Source: an optimization exercise on an open RTL-to-GDS flow (aim: small area, a short achievable clock period and few clock cycles per item). Production flows keep margins and buffers that such runs may drop.
Only simulation tests tie the RTL to the original design; equivalence was not proved.

==> flow/design.v (excerpt) <==
module radial_alpha_falloff_unit (
	input  logic        clk,
	input  logic        arst_n,
	input  logic        cfg_we,
	input  logic [0:0]  cfg_index,
	input  logic [23:0] cfg_data,
	input  logic        s_tvalid,
	output logic        s_tready,
	input  logic [23:0] s_tdata,
	output logic        m_tvalid,
	input  logic        m_tready,
	output logic [7:0]  m_tdata
);
	localparam int L = 27;
	localparam int K = 28;
	logic [10:0] side_q;
	logic [23:0] inv_q;
	always_ff @(posedge clk or negedge arst_n) begin
		if (!arst_n) begin
			side_q <= 11'd64;
			inv_q  <= 24'd185363;
		end else if (cfg_we) begin
			if (cfg_index == 1'b0) side_q <= (cfg_data[10:0] > 11'd1024) ? 11'd1024 : cfg_data[10:0];
			else                   inv_q  <= cfg_data;
		end
	end
	logic [25:0] inv3_q;
	always_ff @(posedge clk) inv3_q <= {2'b00, inv_q} + {1'b0, inv_q, 1'b0};
	logic          s_rdy_q;
	logic [L-1:0]  v_q;
	logic [4:0]    cred_q;    
	logic          acc, take;
	assign s_tready = s_rdy_q;
	assign acc  = s_tvalid && s_rdy_q;
	assign take = m_tvalid && m_tready;
	logic [9:0] px_s0, py_s0;
	logic [11:0] w_dx;
	logic [11:0] w_dy;
	logic [11:0] dx_s1;
	logic [11:0] dy_s1;
	logic [22:0] w_sa;
	logic [22:0] w_sb;
	logic [22:0] sa_s2;
	logic [22:0] sb_s2;
	logic [23:0] w_n0;
	logic [23:0] n0_s3;
	logic [21:0] w_n1;
	logic [1:0] w_rem1;
	logic [0:0] w_r1;
	logic [19:0] w_n2;
	logic [2:0] w_rem2;
	logic [1:0] w_r2;
	logic [17:0] w_n3;
	logic [3:0] w_rem3;
	logic [2:0] w_r3;
	logic [17:0] n3_s4;
	logic [2:0] r3_s4;
	logic [3:0] rem3_s4;
	logic [15:0] w_n4;
	logic [4:0] w_rem4;
	logic [3:0] w_r4;
	logic [13:0] w_n5;
	logic [5:0] w_rem5;
	logic [4:0] w_r5;
	logic [13:0] n5_s5;
	logic [4:0] r5_s5;
	logic [5:0] rem5_s5;
	logic [11:0] w_n6;
	logic [6:0] w_rem6;
	logic [5:0] w_r6;
	logic [11:0] n6_s6;
	logic [5:0] r6_s6;
	logic [6:0] rem6_s6;
	logic [9:0] w_n7;
  ...
Settings: LEC_CHECK=0, CAP_MARGIN=50, CORE_MARGIN=2, CORE_UTILIZATION=40, SLEW_MARGIN=70; clock period 11.0 ns.
run.sh (not shown) runs the stock make flow with config.mk's settings and CLKGATE_MAP_FILE= SYNTH_SCRIPT=/design/flow/synth_recipe.tcl, a recipe that flattens the netlist after the stock synthesis.
The starting point passed the timing, design-rule and antenna checks.
Testbench counts at the start, summed over its fixed seeds: cycles 16,896, items 16,000.
Change:
==> flow/flow/run.sh (new file) <==
#!/bin/bash
# Layout: the standard flow (standard.sh, synthesis unchanged), with two changes:
# the ports are buffered with buf_4 cells instead of the delay buffers that
# buffer_ports picks by default, and timing repair works toward a 3.5 ns target
# (a setup margin of 7.5 ns against the 11 ns clock). The SDC is not changed.
# make's full output goes to standard_flow.log here; ORFS keeps each step's log
# under orfs/logs/.
set -euo pipefail
bash standard.sh SETUP_SLACK_MARGIN=7.5 "BUFFER_PORTS_ARGS=-buffer_cell sky130_fd_sc_hd__buf_4" finish > standard_flow.log 2>&1
==> flow/standard.sh (new file) <==
#!/bin/bash
# synth_recipe.tcl (not shown) runs the flow's synth.tcl, then flattens the netlist and writes it again
# the make line also repeats each setting of config.mk as NAME=value (left out here)
make -C /OpenROAD-flow-scripts/flow DESIGN_CONFIG=/design/flow/config.mk WORK_HOME=/design/flow/orfs CLKGATE_MAP_FILE= SYNTH_SCRIPT=/design/flow/synth_recipe.tcl "${@:-finish}"
removed: flow/run.sh
After rerunning:
- critical path depth decreases by 13
- wire length increases by 3.8%
- final area increases by 2.7%
- synthesized cell count does not change
- hold slack is about the same
- core utilization increases by 1.2 points
- register-to-register slack is better by 0.42 ns
- setup slack is better by 0.37 ns

-- static timing again, ports no longer ideal --
In the flow no input, the clock included, has a driving cell. The finished layouts below were timed again as built, in two steps.
Step 1 assumes that a clkbuf_16 drives the clock port and a buf_2 every other input.
Step 2, shift: input delay + t, output delay - t, t = (earliest + latest rising clock arrival at the registers) / 2. This alone moves slack from input paths to output paths.
a / b / c = ideal ports / drivers / drivers and shift; a / b = the first two.
run	shift t [ns]	slack for setup (ns)	worst hold slack (ns)	worst setup path at the end	cell pins on the clock port's net
the first run	0.812	7.081 / 7.081 / 6.449	0.322 / 0.322 / 0.322	input to register	1
the second run	0.827	7.452 / 7.371 / 7.009	0.323 / 0.323 / 0.323	input to register	1
After both steps setup and hold are still met in every run listed. The setup slack of the first run, which loses most, moves by 0.000 ns with the drivers and by -0.632 ns with both steps.
